What follows belongs to an exercise in optimizing a design on an open flow for small area and a short achievable clock period; a production flow would make more cautious choices. Function was checked by simulation only, so behaviour that the tests miss may differ from the original. Power and IR drop assume default switching activity.

==> flow/design.v <==
package rv_isa_pkg;
    localparam int XLEN       = 32;
    localparam int REG_ADDR_W = 5;
    localparam int SHAMT_W    = 5;
    localparam int ALT_BIT    = 30;
    typedef logic [XLEN-1:0]       word_t;
    typedef logic [REG_ADDR_W-1:0] reg_addr_t;
    typedef logic [31:0]           inst_t;
    typedef logic [2:0]            funct3_t;
    typedef enum logic [6:0] {
        OP_IMM = 7'b0010011,   
        OP     = 7'b0110011,   
        LOAD   = 7'b0000011,
        STORE  = 7'b0100011,
        BRANCH = 7'b1100011,
        JAL    = 7'b1101111,
        JALR   = 7'b1100111,
        LUI    = 7'b0110111,
        AUIPC  = 7'b0010111
    } opcode_e;
    typedef enum logic [2:0] {
        ADD_SUB = 3'b000,
        SLL     = 3'b001,
        SLT     = 3'b010,
        SLTU    = 3'b011,
        XOR     = 3'b100,
        SR      = 3'b101,   
        OR      = 3'b110,
        AND     = 3'b111
    } funct3_alu_e;
    typedef enum logic [2:0] {
        BEQ  = 3'b000,
        BNE  = 3'b001,
        BLT  = 3'b100,
        BGE  = 3'b101,
        BLTU = 3'b110,
        BGEU = 3'b111
    } funct3_br_e;
endpackage
package ex_pkg;
    typedef enum logic [3:0] {
        ALU_ADD,
        ALU_SUB,
        ALU_SLL,
        ALU_SLT,
        ALU_SLTU,
        ALU_XOR,
        ALU_SRL,
        ALU_SRA,
        ALU_OR,
        ALU_AND
    } alu_op_e;
    typedef enum logic [2:0] {
        CLS_NONE,     
        CLS_ALU,      
        CLS_LOAD,
        CLS_STORE,
        CLS_BRANCH,
        CLS_JUMP      
    } inst_class_e;
endpackage
module ex_stage (
    input  logic        clk,
    input  logic        rst_i,
    input  logic [31:0] inst_i,
    input  logic [31:0] pc_i,
    input  logic [31:0] rs1_data_i,
    input  logic [31:0] rs2_data_i,
    input  logic        reg_w_en_i,
    input  logic [4:0]  reg_w_addr_i,
    output logic        reg_w_en_o,
    output logic [4:0]  reg_w_addr_o,
    output logic [31:0] reg_w_data_o,
    output logic        mem_r_en_o,
    output logic        mem_w_en_o,
    output logic [31:0] mem_addr_o,
    output logic [31:0] mem_w_data_o,
    output logic [2:0]  mem_funct3_o,
    output logic        jump_flag_o,
    output logic [31:0] jump_addr_o
);
    logic [6:0] opc;
    logic [2:0] f3;
    logic       alt, s31, nrst;
    logic       is_opimm, is_op, is_load, is_store, is_branch;
    logic       is_jal, is_jalr, is_lui, is_auipc, is_alu;
    assign opc  = inst_i[6:0];
    assign f3   = inst_i[14:12];
    assign alt  = inst_i[30];
    assign s31  = inst_i[31];
    assign nrst = ~rst_i;
    assign is_opimm  = opc == 7'b0010011;
    assign is_op     = opc == 7'b0110011;
    assign is_load   = opc == 7'b0000011;
    assign is_store  = opc == 7'b0100011;
    assign is_branch = opc == 7'b1100011;
    assign is_jal    = opc == 7'b1101111;
    assign is_jalr   = opc == 7'b1100111;
    assign is_lui    = opc == 7'b0110111;
    assign is_auipc  = opc == 7'b0010111;
    assign is_alu    = is_op | is_opimm;
    logic [31:0] a_a, a_b, a_bx, a_p, a_g, a_sum;
    logic        use_rs2, use_s, a_inv, a_cout;
    assign a_a     = inst_i[3] ? pc_i : rs1_data_i;   
    assign use_rs2 = inst_i[5] & (inst_i[4] | inst_i[6]) & ~inst_i[2];
    assign use_s   = inst_i[5] & ~inst_i[4] & ~inst_i[6];
    always_comb begin
        if (use_rs2)        a_b = rs2_data_i;
        else if (use_s)     a_b = {{20{s31}}, inst_i[31:25], inst_i[11:7]};
        else if (inst_i[3]) a_b = {{12{s31}}, inst_i[19:12], inst_i[20], inst_i[30:21], 1'b0};
        else                a_b = {{20{s31}}, inst_i[31:20]};
    end
    assign a_inv = (inst_i[6] & ~inst_i[2]) |
                   (~inst_i[6] & inst_i[4] & ((f3[2:1] == 2'b01) | (inst_i[5] & (f3 == 3'b000) & alt)));
    assign a_bx = a_b ^ {32{a_inv}};
    assign a_p  = a_a ^ a_bx;
    assign a_g  = a_a & a_bx;
    logic [31:0] a_gg, a_pp;
    always_comb begin
        a_gg    = a_g;
        a_pp    = a_p;
        a_gg[0] = a_g[0] | (a_p[0] & a_inv);
        for (int l = 0; l < 5; l++) begin
            for (int i = 0; i < 32; i++) begin
                if (((i >> l) & 1) == 1) begin
                    a_gg[i] = a_gg[i] | (a_pp[i] & a_gg[((i >> l) << l) - 1]);
                    a_pp[i] = a_pp[i] & a_pp[((i >> l) << l) - 1];
                end
            end
        end
    end
    assign a_sum  = a_p ^ {a_gg[30:0], a_inv};
    assign a_cout = a_gg[31];
    logic lt_u, lt_s, eq;
    assign lt_u = ~a_cout;
    assign lt_s = (rs1_data_i[31] ^ a_b[31]) ? rs1_data_i[31] : lt_u;
    assign eq   = &a_p;   
    logic cond;
    always_comb begin
        case (f3[2:1])
            2'b00:   cond = eq ^ f3[0];
            2'b10:   cond = lt_s ^ f3[0];
            2'b11:   cond = lt_u ^ f3[0];
            default: cond = 1'b0;
        endcase
    end
    logic [31:0] b_off, b_p, b_g, b_gg, b_pp, b_sum;
    always_comb begin
        if (~inst_i[2])     b_off = {{20{s31}}, inst_i[7], inst_i[30:25], inst_i[11:8], 1'b0};
        else if (inst_i[6]) b_off = 32'd4;   
        else                b_off = {inst_i[31:12], 12'b0};
    end
    assign b_p = pc_i ^ b_off;
    assign b_g = pc_i & b_off;
    always_comb begin
        b_gg = b_g;
        b_pp = b_p;
        for (int l = 1; l < 32; l = l * 2) begin
            for (int i = 2 * l - 1; i < 32; i = i + 2 * l) begin
                b_gg[i] = b_gg[i] | (b_pp[i] & b_gg[i - l]);
                b_pp[i] = b_pp[i] & b_pp[i - l];
            end
        end
        for (int l = 8; l >= 1; l = l / 2) begin
            for (int i = 3 * l - 1; i < 32; i = i + 2 * l) begin
                b_gg[i] = b_gg[i] | (b_pp[i] & b_gg[i - l]);
                b_pp[i] = b_pp[i] & b_pp[i - l];
            end
        end
    end
    assign b_sum = b_p ^ {b_gg[30:0], 1'b0};
    logic [4:0]  shamt;
    logic [31:0] sh;
    logic        sll, fill;
    assign shamt = inst_i[5] ? rs2_data_i[4:0] : inst_i[24:20];
    assign sll   = ~f3[2];
    assign fill  = f3[2] & alt & rs1_data_i[31];
    always_comb begin
        for (int k = 0; k < 32; k++) sh[k] = sll ? rs1_data_i[31-k] : rs1_data_i[k];
        for (int l = 4; l >= 0; l--) begin
            for (int k = 0; k < 32; k++) begin
                if (k + (1 << l) < 32) sh[k] = shamt[l] ? sh[k + (1 << l)] : sh[k];
                else                   sh[k] = shamt[l] ? fill : sh[k];
            end
        end
    end
    logic sel_add, sel_sll, sel_slt, sel_sltu, sel_xor, sel_sr, sel_or, sel_and;
    logic sel_b, sel_lui;
    assign sel_add   = nrst & is_alu & (f3 == 3'b000);
    assign sel_sll   = nrst & is_alu & (f3 == 3'b001);
    assign sel_slt   = nrst & is_alu & (f3 == 3'b010);
    assign sel_sltu  = nrst & is_alu & (f3 == 3'b011);
    assign sel_xor   = nrst & is_alu & (f3 == 3'b100);
    assign sel_sr    = nrst & is_alu & (f3 == 3'b101);
    assign sel_or    = nrst & is_alu & (f3 == 3'b110);
    assign sel_and   = nrst & is_alu & (f3 == 3'b111);
    assign sel_b     = nrst & (is_auipc | is_jal | is_jalr);
    assign sel_lui   = nrst & is_lui;
    logic sel_p, sel_g;
    assign sel_p = sel_xor | sel_or;
    assign sel_g = sel_or | sel_and;
    logic [31:0] sh_rev, wb;
    always_comb begin
        for (int k = 0; k < 32; k++) sh_rev[k] = sh[31-k];
    end
    logic [31:0] wb_other;
    assign wb_other = ({32{sel_sll}}   & sh_rev) |
                      ({32{sel_sr}}    & sh) |
                      ({32{sel_p}}     & a_p) |   
                      ({32{sel_g}}     & a_g) |   
                      ({32{sel_b}}     & b_sum) |
                      ({32{sel_lui}}   & {inst_i[31:12], 12'b0});
    assign wb = ({32{sel_add}} & a_sum) | wb_other |
                {31'd0, (sel_slt & lt_s) | (sel_sltu & lt_u)};
    logic sel_mem, sel_jump, sel_br;
    assign sel_mem  = nrst & (is_load | is_store);
    assign sel_jump = nrst & (is_jal | is_jalr);
    assign sel_br   = nrst & is_branch;
    always_ff @(posedge clk) begin
        reg_w_en_o   <= nrst & reg_w_en_i;
        reg_w_addr_o <= {5{nrst}} & reg_w_addr_i;
        reg_w_data_o <= wb;
        mem_r_en_o   <= nrst & is_load;
        mem_w_en_o   <= nrst & is_store;
        mem_addr_o   <= {32{sel_mem}} & a_sum;
        mem_w_data_o <= {32{nrst & is_store}} & rs2_data_i;
        mem_funct3_o <= {3{nrst}} & f3;
        jump_flag_o  <= nrst & ((is_branch & cond) | is_jal | is_jalr);
        jump_addr_o  <= ({32{sel_jump}} & a_sum) | ({32{sel_br}} & b_sum);
    end
endmodule
clock: 7.0 ns
lec_check: 0
abc_area: 1
cap_margin: 20
core_margin: 2
core_utilization: 40
place_density: 0.55
setup_slack_margin: 3.0
slew_margin: 20
standard.sh (not shown) runs the stock make flow with config.mk's settings and CLKGATE_MAP_FILE= SYNTH_SCRIPT=/design/flow/synth_recipe.tcl, a recipe that flattens the netlist after the stock synthesis.
==> flow/flow/run.sh <==
#!/bin/bash
# Standard ORFS layout with four changes:
#  - synthesis does not extract full and half adder cells (ADDER_MAP_FILE
#    empty), so ABC maps the adders' XOR and carry logic itself;
#  - ABC's area script (used with ABC_AREA 1) is flow/abc_area.script: a copy
#    of ORFS's scripts folder is made in scripts/ with that one file replaced;
#  - no timing repair after clock tree synthesis (SKIP_CTS_REPAIR_TIMING 1):
#    the timing repair after global routing does it all;
#  - port buffers are plain buf_1 cells on the inputs and buf_1 cells on the
#    outputs instead of the delay buffer that buffer_ports picks by default.
# The make output goes to standard_flow.log; ORFS keeps each step's log under
# orfs/logs.
set -euo pipefail
rm -rf scripts
cp -r "$FLOW_HOME/scripts" scripts
cp flow/abc_area.script scripts/abc_area.script
export SCRIPTS_DIR="$PWD/scripts"
export ADDER_MAP_FILE=
export SKIP_CTS_REPAIR_TIMING=1
export PRE_GLOBAL_PLACE_TCL="$PWD/flow/ports.tcl"
bash standard.sh > standard_flow.log 2>&1
==> flow/flow/abc_area.script <==
strash
balance; rewrite; refactor; balance; rewrite; rewrite -z; balance; refactor -z; rewrite -z; balance
dch -f
map -B 0.9
topo
stime -c
buffer -c
upsize -c
dnsize -c
==> flow/flow/ports.tcl <==
# global_place.tcl calls buffer_ports once with one cell for every port; buffer
# the inputs and the outputs with their own cells instead.
rename buffer_ports orfs_buffer_ports
proc buffer_ports { args } {
  orfs_buffer_ports -inputs -buffer_cell sky130_fd_sc_hd__buf_1
  orfs_buffer_ports -outputs -buffer_cell sky130_fd_sc_hd__buf_1
}
The first run completed with no timing, DRC or antenna violations.
Next try:
==> flow/flow/run.sh (replaced) <==
#!/bin/bash
# Standard ORFS layout with three changes:
#  - synthesis does not extract full and half adder cells (ADDER_MAP_FILE
#    empty), so ABC maps the adders' XOR and carry logic itself;
#  - ABC's area script (used with ABC_AREA 1) is flow/abc_area.script: a copy
#    of ORFS's scripts folder is made in scripts/ with that one file replaced;
#  - port buffers are plain buf_1 cells on the inputs and buf_1 cells on the
#    outputs instead of the delay buffer that buffer_ports picks by default.
# The make output goes to standard_flow.log; ORFS keeps each step's log under
# orfs/logs.
set -euo pipefail
rm -rf scripts
cp -r "$FLOW_HOME/scripts" scripts
cp flow/abc_area.script scripts/abc_area.script
export SCRIPTS_DIR="$PWD/scripts"
export ADDER_MAP_FILE=
export PRE_GLOBAL_PLACE_TCL="$PWD/flow/ports.tcl"
bash standard.sh > standard_flow.log 2>&1
Result: Sequential share of layout area went down by 0.43 points; worst setup slack gets better by 79 ps; total power went up by 1.3%; sequential cell count does not change; final area went up by 2.4%; non-clock buffer count went up by 18; die area does not change.
Next try:
==> flow/flow/run.sh (replaced) <==
#!/bin/bash
# Standard ORFS layout with two changes:
#  - synthesis does not extract full and half adder cells (ADDER_MAP_FILE
#    empty), so ABC maps the adders' XOR and carry logic itself;
#  - port buffers are plain buf_2 cells on the inputs and buf_1 cells on the
#    outputs instead of the delay buffer that buffer_ports picks by default.
# The make output goes to standard_flow.log; ORFS keeps each step's log under
# orfs/logs.
set -euo pipefail
export ADDER_MAP_FILE=
export PRE_GLOBAL_PLACE_TCL="$PWD/flow/ports.tcl"
bash standard.sh > standard_flow.log 2>&1
--- a/flow/flow/ports.tcl
+++ b/flow/flow/ports.tcl
@@ -3,5 +3,5 @@
 rename buffer_ports orfs_buffer_ports
 proc buffer_ports { args } {
-  orfs_buffer_ports -inputs -buffer_cell sky130_fd_sc_hd__buf_1
+  orfs_buffer_ports -inputs -buffer_cell sky130_fd_sc_hd__buf_2
   orfs_buffer_ports -outputs -buffer_cell sky130_fd_sc_hd__buf_1
 }
removed: flow/flow/abc_area.script
The changed run ran to the end with no violations.
Total power is higher slightly.
Die area is higher by a few percent.
Global-route usage is higher by 0.22 points.
Routed wire length is higher by a few percent.
Next try:
==> flow/flow/run.sh (replaced) <==
#!/bin/bash
# Standard ORFS layout with three changes:
#  - synthesis does not extract full and half adder cells (ADDER_MAP_FILE
#    empty), so ABC maps the adders' XOR and carry logic itself;
#  - ABC's area script (used with ABC_AREA 1) is flow/abc_area.script: a copy
#    of ORFS's scripts folder is made in scripts/ with that one file replaced;
#  - port buffers are plain buf_2 cells on the inputs and buf_1 cells on the
#    outputs instead of the delay buffer that buffer_ports picks by default.
# The make output goes to standard_flow.log; ORFS keeps each step's log under
# orfs/logs.
set -euo pipefail
rm -rf scripts
cp -r "$FLOW_HOME/scripts" scripts
cp flow/abc_area.script scripts/abc_area.script
export SCRIPTS_DIR="$PWD/scripts"
export ADDER_MAP_FILE=
export PRE_GLOBAL_PLACE_TCL="$PWD/flow/ports.tcl"
bash standard.sh > standard_flow.log 2>&1
==> flow/flow/abc_area.script (new file) <==
strash
balance; rewrite; refactor; balance; rewrite; rewrite -z; balance; refactor -z; rewrite -z; balance
dch -f
map -B 0.9
topo
stime -c
buffer -c
upsize -c
dnsize -c
- CAP_MARGIN: 20 -> 5
- SLEW_MARGIN: 20 -> 5
Synthesized cell count went down by 5.2%.
Cell area went down by 2.7%.
Via count went down by 3.1%.
Power went down by 4.7%.
Non-clock buffer count went up by 4.

==> static timing again, ports no longer ideal <==
The results above use ideal ports. As a check the final layouts listed here were re-extracted and re-timed, cells and wires unchanged. Step 1 (the two cells are an assumption about what drives the block):
set clk [get_ports {clk}]
set_driving_cell -lib_cell sky130_fd_sc_hd__clkbuf_16 $clk
set_driving_cell -lib_cell sky130_fd_sc_hd__buf_2 [delete_from_list [all_inputs] $clk]
Step 2, shift: input delay + t, output delay - t, t = (earliest + latest rising clock arrival at the registers) / 2. This alone moves slack from input paths to output paths. a / b / c = ideal ports / drivers / drivers and shift; a / b = the first two.
| run | t (ns) | slack for setup (ns) | hold WS [ns] | worst register clock-pin slew, ns |
|---|---|---|---|---|
| the first run | 0.491 | 2.970 / 2.957 / 2.466 | 1.131 / 1.100 / 1.592 | 0.07 / 0.07 |
| the second run | 0.495 | 3.049 / 3.024 / 2.529 | 1.129 / 1.098 / 1.593 | 0.07 / 0.07 |
| the third run | 0.497 | 2.996 / 3.026 / 2.529 | 1.159 / 1.126 / 1.624 | 0.09 / 0.09 |
| the fourth run | 0.496 | 3.103 / 3.131 / 2.635 | 1.157 / 1.126 / 1.622 | 0.08 / 0.08 |
After both steps setup and hold are still met in every run listed. For the second run, which loses most, drivers alone change the setup slack by -0.025 ns; drivers and shift together by -0.520 ns.
